From an optimization exercise on the open Yosys and OpenROAD flow, aimed at small area, a short achievable clock period and few clock cycles per item; shortcuts taken in it are not production practice. Only simulation tests tie the RTL to the original design; equivalence was not proved. No activity file was given, so power comes from the tool's default toggle rates.

==> flow/design.v (excerpt) <==
module mesh_xy_hop_and_die_crossing_counter #(
  parameter int COORD_BITS = mxhd_pkg::COORD_BITS_DEF,
  parameter int TOTAL_BITS = mxhd_pkg::TOTAL_BITS_DEF
) (
  input  logic                              clk,
  input  logic                              rst_n,
  input  logic                              in_valid,
  output logic                              in_stall,
  input  logic                              in_operation,
  input  logic [COORD_BITS-1:0]             in_src_x,
  input  logic [COORD_BITS-1:0]             in_src_y,
  input  logic [COORD_BITS-1:0]             in_dest_x,
  input  logic [COORD_BITS-1:0]             in_dest_y,
  input  logic [mxhd_pkg::VOL_BITS-1:0]     in_volume,
  input  logic                              in_last_dest,
  output logic                              out_valid,
  input  logic                              out_stall,
  output logic [TOTAL_BITS-1:0]             out_onchip_hops_total,
  output logic [TOTAL_BITS-1:0]             out_crossing_hops_total,
  output logic                              out_saturated,
  input  logic                              cfg_valid,
  output logic                              cfg_ready,
  input  logic [mxhd_pkg::CFG_IDX_BITS-1:0] cfg_index,
  input  logic [mxhd_pkg::STEP_BITS-1:0]    cfg_data
);
Size in the first run: about 4800 cells after synthesis.
==> flow/config.mk <==
export PLATFORM = sky130hd
export DESIGN_NAME = mesh_xy_hop_and_die_crossing_counter
export DESIGN_NICKNAME = mesh_xy_hop_and_die_crossing_counter
export VERILOG_FILES = /design/flow/design.v
export SDC_FILE = /design/flow/constraint.sdc
export NUM_CORES = 4
export LEC_CHECK = 0
export CAP_MARGIN = 20
export CORE_MARGIN = 2
export CORE_UTILIZATION = 65
export SETUP_SLACK_MARGIN = 4.1
export SLEW_MARGIN = 20
export TNS_END_PERCENT = 10
==> flow/constraint.sdc <==
create_clock -name core_clock -period 8.0 [get_ports {clk}]
set_input_delay 1.6000 -clock core_clock [delete_from_list [all_inputs] [get_ports {clk}]]
set_output_delay 1.6000 -clock core_clock [all_outputs]
set_load 0.01 [all_outputs]
run.sh (not shown) runs the stock make flow with config.mk's settings and CLKGATE_MAP_FILE= SYNTH_SCRIPT=/design/flow/synth_recipe.tcl, a recipe that flattens the netlist after the stock synthesis.
Testbench counts at the start, summed over its fixed seeds: cycles 4,152, items 4,024.
Rerun with:
CORE_UTILIZATION = 55   (was 65)
SETUP_SLACK_MARGIN = 3.9   (was 4.1)
TNS_END_PERCENT = default   (was 10)
Effect:
- The changed run finished with timing, DRC and antenna clean
- critical path depth goes down by 2
- synthesized area stays the same
- total power goes down by 0.78%
- worst setup slack is worse by 0.042 ns
- first-iteration DRC count goes down by about 20%
- wire length goes up by about 1.1%
- via count goes down by about 2.5%
- cell count goes up by about 3%
- utilization goes down by 11 points
Rerun with:
CORE_UTILIZATION = 65   (was 55)
SETUP_SLACK_MARGIN = 4.1   (was 3.9)
Non-clock buffer count increases by 23.
Core utilization rose by 11 points.
Cell count shrinks by 2.7%.
Hold slack got worse by 0.0032 ns.
Routed wire length shrinks by 1.3%.
Sequential power is higher by about 0.6%.
Rerun with:
SETUP_SLACK_MARGIN = 4.2   (was 4.1)
=> The new run ran to the end with no violations. Worst hold slack hardly moves. Global-route usage climbs by 0.28 points. Clock skew climbs by 0.010 ns. Wire length climbs by 1.7%. Cell area climbs by 1.1%. Via count barely changes. Total power climbs by 2.3%. Synthesized cell count does not change.

* * *

Another version of the RTL of mesh_xy_hop_and_die_crossing_counter (not shown whole).
Size in the first run: about 170 I/O pins.
Settings: LEC_CHECK=0, CAP_MARGIN=20, CORE_MARGIN=2, CORE_UTILIZATION=60, SETUP_SLACK_MARGIN=4.5, SLEW_MARGIN=20; clock period 8.0 ns.
Testbench counts at the start, summed over its fixed seeds: cycles 4,152, items 4,024.
Next try:
Settings changed: CORE_UTILIZATION 60 to 40, SETUP_SLACK_MARGIN 4.5 to 4.0.
Outcome: Via count fell by about 4.3%. Sequential share of layout area rose by 1.3 points. Worst setup slack degrades by 0.13 ns. Power fell by about 8%.
Next try:
Settings changed: SETUP_SLACK_MARGIN 4.0 to 4.3.
Die area does not change.
Power rises by 1.4%.
Setup slack is better by 0.14 ns.
Global-route usage rises by 0.28 points.
Design area rises by 1.6%.
Sequential share of layout area falls by 0.52 points.
Sequential cell count stays the same.
Sequential power barely changes.
Non-clock buffer count rises by 49.

* * *

RTL: one of the versions met above, not the one the previous note started from.
For scale: roughly 4800 cells after synthesis, roughly 630 flip-flops, roughly 170 I/O pins, roughly 49000 um2 of cells after synthesis.
// mesh_xy_hop_and_die_crossing_counter
module mesh_xy_hop_and_die_crossing_counter #(
  parameter int COORD_BITS = mxhd_pkg::COORD_BITS_DEF,
  parameter int TOTAL_BITS = mxhd_pkg::TOTAL_BITS_DEF
) (
  input  logic                              clk,
  input  logic                              rst_n,
  input  logic                              in_valid,
  output logic                              in_stall,
  input  logic                              in_operation,
  input  logic [COORD_BITS-1:0]             in_src_x,
  input  logic [COORD_BITS-1:0]             in_src_y,
  input  logic [COORD_BITS-1:0]             in_dest_x,
  input  logic [COORD_BITS-1:0]             in_dest_y,
  input  logic [mxhd_pkg::VOL_BITS-1:0]     in_volume,
  input  logic                              in_last_dest,
  output logic                              out_valid,
  input  logic                              out_stall,
  output logic [TOTAL_BITS-1:0]             out_onchip_hops_total,
  output logic [TOTAL_BITS-1:0]             out_crossing_hops_total,
  output logic                              out_saturated,
  input  logic                              cfg_valid,
  output logic                              cfg_ready,
  input  logic [mxhd_pkg::CFG_IDX_BITS-1:0] cfg_index,
  input  logic [mxhd_pkg::STEP_BITS-1:0]    cfg_data
);
  localparam int CB = COORD_BITS;
  ...
export LEC_CHECK = 0
export CAP_MARGIN = 20
export CORE_MARGIN = 2
export CORE_UTILIZATION = 65
export SETUP_SLACK_MARGIN = 4.2
export SLEW_MARGIN = 20
export TNS_END_PERCENT = 10
create_clock -name core_clock -period 8.0 [get_ports {clk}]
The starting point finished with timing, DRC and antenna clean.
Testbench counts at the start, summed over its fixed seeds: cycles 4,152, items 4,024.
Edit:
Settings changed: PLACE_DENSITY set to 0.75, SETUP_SLACK_MARGIN 4.2 to 4.1, TNS_END_PERCENT 10 to unset.
Core utilization falls by 0.19 points.
Synthesized cell count does not change.
First-iteration DRC count rises by about 5.6%.
Die area is unchanged.
Global-route usage falls by 0.54 points.
Sequential power rises by about 0.6%.
Non-clock buffer count falls by 11.
Routed wire length falls by about 1.4%.
Power falls by 1.5%.
Edit:
Settings changed: CORE_UTILIZATION 65 to 75, PLACE_DENSITY 0.75 to unset, SETUP_SLACK_MARGIN 4.1 to 4.3.
After rerunning: The changed run went through all stages and came out clean; non-clock buffer count came out higher by 67; maximum frequency hardly moves; synthesized cell count does not change; utilization climbs by 13 points; total power is higher by a few percent; cell area rises by a few percent.

-- afterwards: timing with drivers on the ports --
The flow's constraints put no driver on any port. The routed layouts listed below were extracted and timed again, unchanged, in two steps.
Step 1: set_driving_cell puts a clkbuf_16 on clk and a buf_2 on each other input, an assumption about the parent block.
Step 2, shift: input delay + t, output delay - t, t = (earliest + latest rising clock arrival at the registers) / 2. This alone moves slack from input paths to output paths.
Three values: ideal, step 1, step 2; two values: the first two.
run	shift t [ns]	setup WS [ns]	latest minus earliest clock arrival (ns)	slew at the worst register clock pin (ns)	pins driven straight from the clock port
the first run of note 1	0.685	4.024 / 3.954 / 3.510	0.021 / 0.021	0.06 / 0.06	1
the second run of note 1	0.698	3.983 / 3.936 / 3.418	0.018 / 0.018	0.06 / 0.06	1
the third run of note 1	0.686	4.192 / 4.140 / 3.577	0.020 / 0.021	0.06 / 0.06	1
the fourth run of note 1	0.690	4.145 / 4.072 / 3.714	0.030 / 0.029	0.07 / 0.07	1
the first run of note 2	0.699	4.227 / 4.227 / 3.826	0.023 / 0.023	0.06 / 0.06	1
the second run of note 2	0.721	4.102 / 4.099 / 3.429	0.038 / 0.038	0.07 / 0.07	1
the third run of note 2	0.701	4.242 / 4.171 / 3.649	0.045 / 0.045	0.07 / 0.07	1
the first run of note 3	0.692	4.149 / 4.096 / 3.503	0.036 / 0.037	0.07 / 0.07	1
the second run of note 3	0.671	4.119 / 4.127 / 3.494	0.021 / 0.021	0.07 / 0.07	1
the third run of note 3	0.680	4.112 / 4.044 / 3.774	0.037 / 0.037	0.07 / 0.07	1
After both steps setup and hold are still met in every run listed. The setup slack of the second run of note 2, which loses most, moves by -0.003 ns with the drivers and by -0.673 ns with both steps.
